Source: an optimization exercise on an open RTL-to-GDS flow (aim: small area). Production flows keep margins and buffers that such runs may drop.
Only simulation tests tie the RTL to the original design; equivalence was not proved.
Power figures rest on the tool's default switching activity, not on a simulated workload.

==> design/flow/design.v <==
package riscv_pkg;
    localparam int XLEN  = 32;
    localparam int NREGS = 32;
    localparam int REGW  = $clog2(NREGS);
    typedef enum logic [1:0] {
        RES_ALU  = 2'b00,
        RES_MEM  = 2'b01,
        RES_PC4  = 2'b10,
        RES_RSVD = 2'b11
    } resultsrc_t;
    localparam logic [REGW-1:0] REG_ZERO = 5'd0;
endpackage
module wb_result_mux #(
    parameter int XLEN = riscv_pkg::XLEN
) (
    input  logic [1:0]      resultsrc,
    input  logic [XLEN-1:0] aluresult,
    input  logic [XLEN-1:0] readdata,
    input  logic [XLEN-1:0] pcplus4,
    output logic [XLEN-1:0] result
);
    logic [XLEN-1:0] result_s;
    always_comb begin
        result_s = {XLEN{1'b0}};
        case (resultsrc)
            riscv_pkg::RES_ALU:  result_s = aluresult;
            riscv_pkg::RES_MEM:  result_s = readdata;
            riscv_pkg::RES_PC4:  result_s = pcplus4;
            riscv_pkg::RES_RSVD: result_s = {XLEN{1'b0}};
            default:  result_s = {XLEN{1'b0}};
        endcase
    end
    assign result = result_s;
endmodule
module writeback_regfile #(
    parameter int  XLEN  = riscv_pkg::XLEN,
    parameter int  NREGS = riscv_pkg::NREGS,
    parameter int  CNTW  = 16,
    localparam int REGW  = $clog2(NREGS)
) (
    input  logic            clk,
    input  logic            reset,
    input  logic            regwriteW,
    input  logic [1:0]      resultsrcW,
    input  logic [XLEN-1:0] aluresultW,
    input  logic [XLEN-1:0] readdataW,
    input  logic [REGW-1:0] rdW,
    input  logic [XLEN-1:0] pcplus4W,
    input  logic [REGW-1:0] rs1D,
    input  logic [REGW-1:0] rs2D,
    output logic [XLEN-1:0] rd1D,
    output logic [XLEN-1:0] rd2D,
    output logic [XLEN-1:0] resultW,
    output logic [CNTW-1:0] wrcount
);
    logic [XLEN-1:0] regs_r [1:NREGS-1];
    logic [CNTW-1:0] wrcount_r;
    logic [XLEN-1:0] result_s;
    logic            commit_s;
    logic [XLEN-1:0] rd1_s;
    logic [XLEN-1:0] rd2_s;
    wb_result_mux #(
        .XLEN (XLEN)
    ) u_result_mux (
        .resultsrc (resultsrcW),
        .aluresult (aluresultW),
        .readdata  (readdataW),
        .pcplus4   (pcplus4W),
        .result    (result_s)
    );
    assign commit_s = regwriteW && (rdW != riscv_pkg::REG_ZERO) && !reset;
    always_ff @(posedge clk) begin
        if (reset) begin
            for (int i = 1; i < NREGS; i++) begin
                regs_r[i] <= {XLEN{1'b0}};
            end
            wrcount_r <= {CNTW{1'b0}};
        end else if (commit_s) begin
            regs_r[rdW] <= result_s;
            wrcount_r   <= wrcount_r + {{(CNTW-1){1'b0}}, 1'b1};
        end else begin
            wrcount_r <= wrcount_r;
        end
    end
    always_comb begin
        rd1_s = {XLEN{1'b0}};
        if (rs1D == riscv_pkg::REG_ZERO) begin
            rd1_s = {XLEN{1'b0}};
        end else begin
            rd1_s = regs_r[rs1D];
        end
    end
    always_comb begin
        rd2_s = {XLEN{1'b0}};
        if (rs2D == riscv_pkg::REG_ZERO) begin
            rd2_s = {XLEN{1'b0}};
        end else begin
            rd2_s = regs_r[rs2D];
        end
    end
    assign rd1D    = rd1_s;
    assign rd2D    = rd2_s;
    assign resultW = result_s;
    assign wrcount = wrcount_r;
endmodule
==> design/flow/run.sh <==
#!/bin/bash
# synth_recipe.tcl (not shown) runs the flow's synth.tcl, then flattens the netlist and writes it again
# the make line also repeats each setting of config.mk as NAME=value (left out here)
make -C /OpenROAD-flow-scripts/flow DESIGN_CONFIG=/design/flow/config.mk WORK_HOME=/design/flow/orfs CLKGATE_MAP_FILE= SYNTH_SCRIPT=/design/flow/synth_recipe.tcl finish
==> design/flow/config.mk <==
export PLATFORM = sky130hd
export DESIGN_NAME = writeback_regfile
export DESIGN_NICKNAME = writeback_regfile
export VERILOG_FILES = /design/flow/design.v
export SDC_FILE = /design/flow/constraint.sdc
export NUM_CORES = 4
export LEC_CHECK = 0
export CAP_MARGIN = 20
export CORE_MARGIN = 2
export CORE_UTILIZATION = 40
export SLEW_MARGIN = 20
==> design/flow/constraint.sdc <==
create_clock -name core_clock -period 7.0 [get_ports {clk}]
set_input_delay 1.4000 -clock core_clock [delete_from_list [all_inputs] [get_ports {clk}]]
set_output_delay 1.4000 -clock core_clock [all_outputs]
set_load 0.01 [all_outputs]
==> results by group <==
CTS
  • H-tree depth: 3
  • Hold_buf cts: 0
  • Clock root cell: clkbuf_16
  • Clock Tree Buf Depth: 3
  • CTS sink cnt: 1040
  • Setup Buffers After CTS: 0
  • Resize count post-CTS: 0
  • CTS tree: built
  • CTS buffer count: 107
  • Worst-skew pair later-pin latency: 710 ps
  • Clk slew on worst S/H paths: 60 ps

Place
  • Hpwl dp: 118 mm
  • PortBufs: 227
  • GP Congestion: 0.895
  • Post-DP Area: 0.0583 mm^2

Floorplanning
  • IO Count: 228
  • Die X: 372 um
  • DIE AREA: 0.138 mm^2
  • Initial Util: 40.4%
  • Die Y: 372 um
  • Cell Rows: 134
  • Core footprint: 0.134 mm^2

Pwr
  • Internal power: 11.3 mW
  • Combinational power share: 14.2%
  • Sequential Power Share: 48.1%
  • Power per cell area: 248 mW/mm^2
  • Peak VDD IR: 0.000176 V
  • Sw power: 3.96 mW
  • Switching Fraction: 25.9%
  • Clock share of power: 37.7%
  • Leak pwr: 20.6 nW
  • Pwr Total: 15.3 mW

Yosys
  • Synth Instances: 3848
  • Netlist Area Pre-Place: 0.0541 mm^2
  • Register bit total from synthesis: 1040
  • Syn_area_per_cell: 14.1 um^2
  • Yosys Warn Count: 2
  • Number of library cell types mapped by synthesis: 52
  • Sequential-to-total area share from yosys stat: 57.4%

Drt
  • Vias: 37200
  • Routed wire length: 190 mm
  • First DRT Iteration DRCs: 5199
  • Post-route antenna net violation count: 0
  • Vias per inst: 6.38
  • First-pass detailed-route iteration total: 5
  • DRC Markers: 0
  • Per-cell routed wire length: 32.6 um

Worst setup path
  • CP Class: input port to output port
  • CP startpoint kind: input port
  • Crit path arrival time: 4960 ps
  • Worst Path Required: 5600 ps
  • Crit-path max FO: 78
  • Critical path capture point type: output port
  • Worst r2r path cells: 5

Layout
  • Most frequent cells in the layout: nor2_1, edfxtp_1, mux4_2
  • Layout cells sized above 1: 24.2%
  • Commonest non-fill, non-tap cell in the layout: nor2_1
  • Nets@finish: 4098
  • Final instance area: 0.0617 mm^2
  • Fill cell count: 11700
  • Synthesis-to-finish area growth: 14.1%
  • FF/Latch Area: 0.0311 mm^2
  • Antenna diode count: 0
  • Multi-input combinational cell area: 0.0211 mm^2

Global routing
  • Vias in the first global route: 37000
  • Global route overflow: 0
  • All-layer global routing usage: 27.4%
  • Initial antenna violation count: 5
  • Largest net degree at the start of global routing: 83
  • First-pass GRT wire length: 270 mm

Flow run
  • Max-Cap Viols: 0

Hold path
  • Hold Crit Depth: 2
  • HP Class: flip-flop to flip-flop

Timing
  • Final critical-path share of the clock period: 90.8%
  • Final-report hold violation count: 0
  • Tmin final: 6360 ps
  • Worst-Margin Slew: 1400 ps
  • Total negative slack: 0 ps
  • Slew margin rel.: 6.01%
  • FMAX: 157 MHz
  • Skew final: 19.7 ps
  • Final Slew Violations: 0
  • RSZ-0062 raised after global routing: no
  • Setup-failing EPs final: 0

Outcome
  • Status: timing/DRC/antenna clean
-- synthesized netlist by cell type (all sizes together) --
library cell	count	area, um^2
a311oi	64	561
or4	4	37.5
a221oi	48	427
and3	4	25.0
and2b	2	20.0
dfxtp	16	320
nor2	1041	3910
and4b	1	10.0
or2	3	18.8
o2111ai	18	175
nand2b	34	213
xnor2	1	8.76
a211oi	64	480
nand3b	4	30.0
o31ai	2	15.0
or3	8	50.1
clkbuf	142	534
mux2	64	721
nand4	2	12.5
buf	276	1770
nand3	7	35.0
nor4b	1	15.0
nor2b	67	419
o21ai	120	601
nor3b	4	40.0
xor2	5	43.8
and3b	2	17.5
and2	4	25.0
mux4	448	10100
conb	1	3.75
a22oi	64	480
edfxtp	1024	30700
mux2i	161	1610
and4	1	8.76
nand2	59	221
a21oi	41	205
inv	36	135
ha	1	12.5
o211ai	4	35.0
-- power groups by stage --
| stage | clock (mW) | sequential (mW) | combinational, mW |
|---|---|---|---|
| 2_1_floorplan | 0 | 7.41 | 1.27 |
| 3_5_place_dp | 0 | 7.48 | 2.14 |
| 5_1_grt | 6.02 | 7.39 | 2.25 |
| 3_3_place_gp | 0 | 7.46 | 2.13 |
| 4_1_cts | 5.81 | 7.35 | 2.14 |
| 6_report | 5.77 | 7.36 | 2.17 |
-- cells by family after synthesis --
| kind of cell | count (synthesis) | share of synthesized area [%] |
|---|---|---|
| DFF | 1040 | 57.4 |
| buffers and inverters | 454 | 4.50 |
| adders and majority gates | 1 | 0.0231 |
| muxes | 673 | 23.0 |
| and+or+nand+nor | 1248 | 9.45 |
| xor gates and xnor gates | 6 | 0.0972 |
| AOI/OAI and AO/OA | 425 | 5.51 |
| other | 1 | 0.00693 |
-- stage by stage --
stage / utilization (%) / hold slack (ps) / cells / worst slack (ps)
finish: 46.1 / 486 / 5834 / 643
global route: 46.1 / 535 / 5834 / 629
CTS: 46.1 / 489 / 5834 / 807
detailed placement: 43.6 / 470 / 5640 / 806
global placement: 43.6 / 466 / 5640 / 827
floorplan: - / 496 / 3879 / 2840
-- path summary, 6_finish.rpt --
check / end / from / slack, ps
min reg2reg: wrcount_r[15] / wrcount_r[15] / 490
max reg2reg: wrcount_r[14] / wrcount_r[0] / 5270
min: wrcount_r[15] / wrcount_r[15] / 490
max: rd2D[9] / rs2D[1] / 640
-- routing by layer --
metal | global-route usage [%] | wire length [um]
met1 | 36.1 | 71000
met2 | 42.9 | 88400
met3 | 6.47 | 21300
met4 | 12.7 | 9770
met5 | 0 | 52
-- state kept, by name, summed over array words and instances (netlist names) --
name       flops
wrcount_r     16
regs_r      1024
-- area by class of cell --
cell class	instances	share of cell area (%)
repair buffers	411	6.20
clock buffers	128	4.63
inverters	36	0.223
clock inverters	66	0.918
multi-input cells	2385	34.1
well taps	1768	3.58
flip-flops and latches	1040	50.3
-- worst max-delay path: stages --
cell             delay (ps)
buf_8                   560
buf_4                   430
mux4_2                  240
nor2b_1                 130
a211oi_1                 70
buf_4                   190
a311oi_1               1080
clkdlybuf4s50_1         740

## afterwards: timing with drivers on the ports
The flow's constraints put no driver on any port. The routed layout listed below was extracted and timed again, unchanged, in two steps.
Step 1, drivers: a clkbuf_16 drives clk and a buf_2 each remaining input, both assumed.
Step 2 also shifts input and output timing later by t, the mid clock arrival at the registers, as if the neighbouring blocks saw the same clock.
Three values: ideal ports, drivers, drivers and shift; two values: the first two.
t, ns: 0.772
setup WS [ns]: 0.643 / 0.564 / 0.564
worst register clock-pin slew, ns: 0.07 / 0.07
worst data-port slew with drivers (ns): 0.10
After both steps this run still meets setup and hold. For this run, drivers alone change the setup slack by -0.079 ns; drivers and shift together by -0.079 ns.
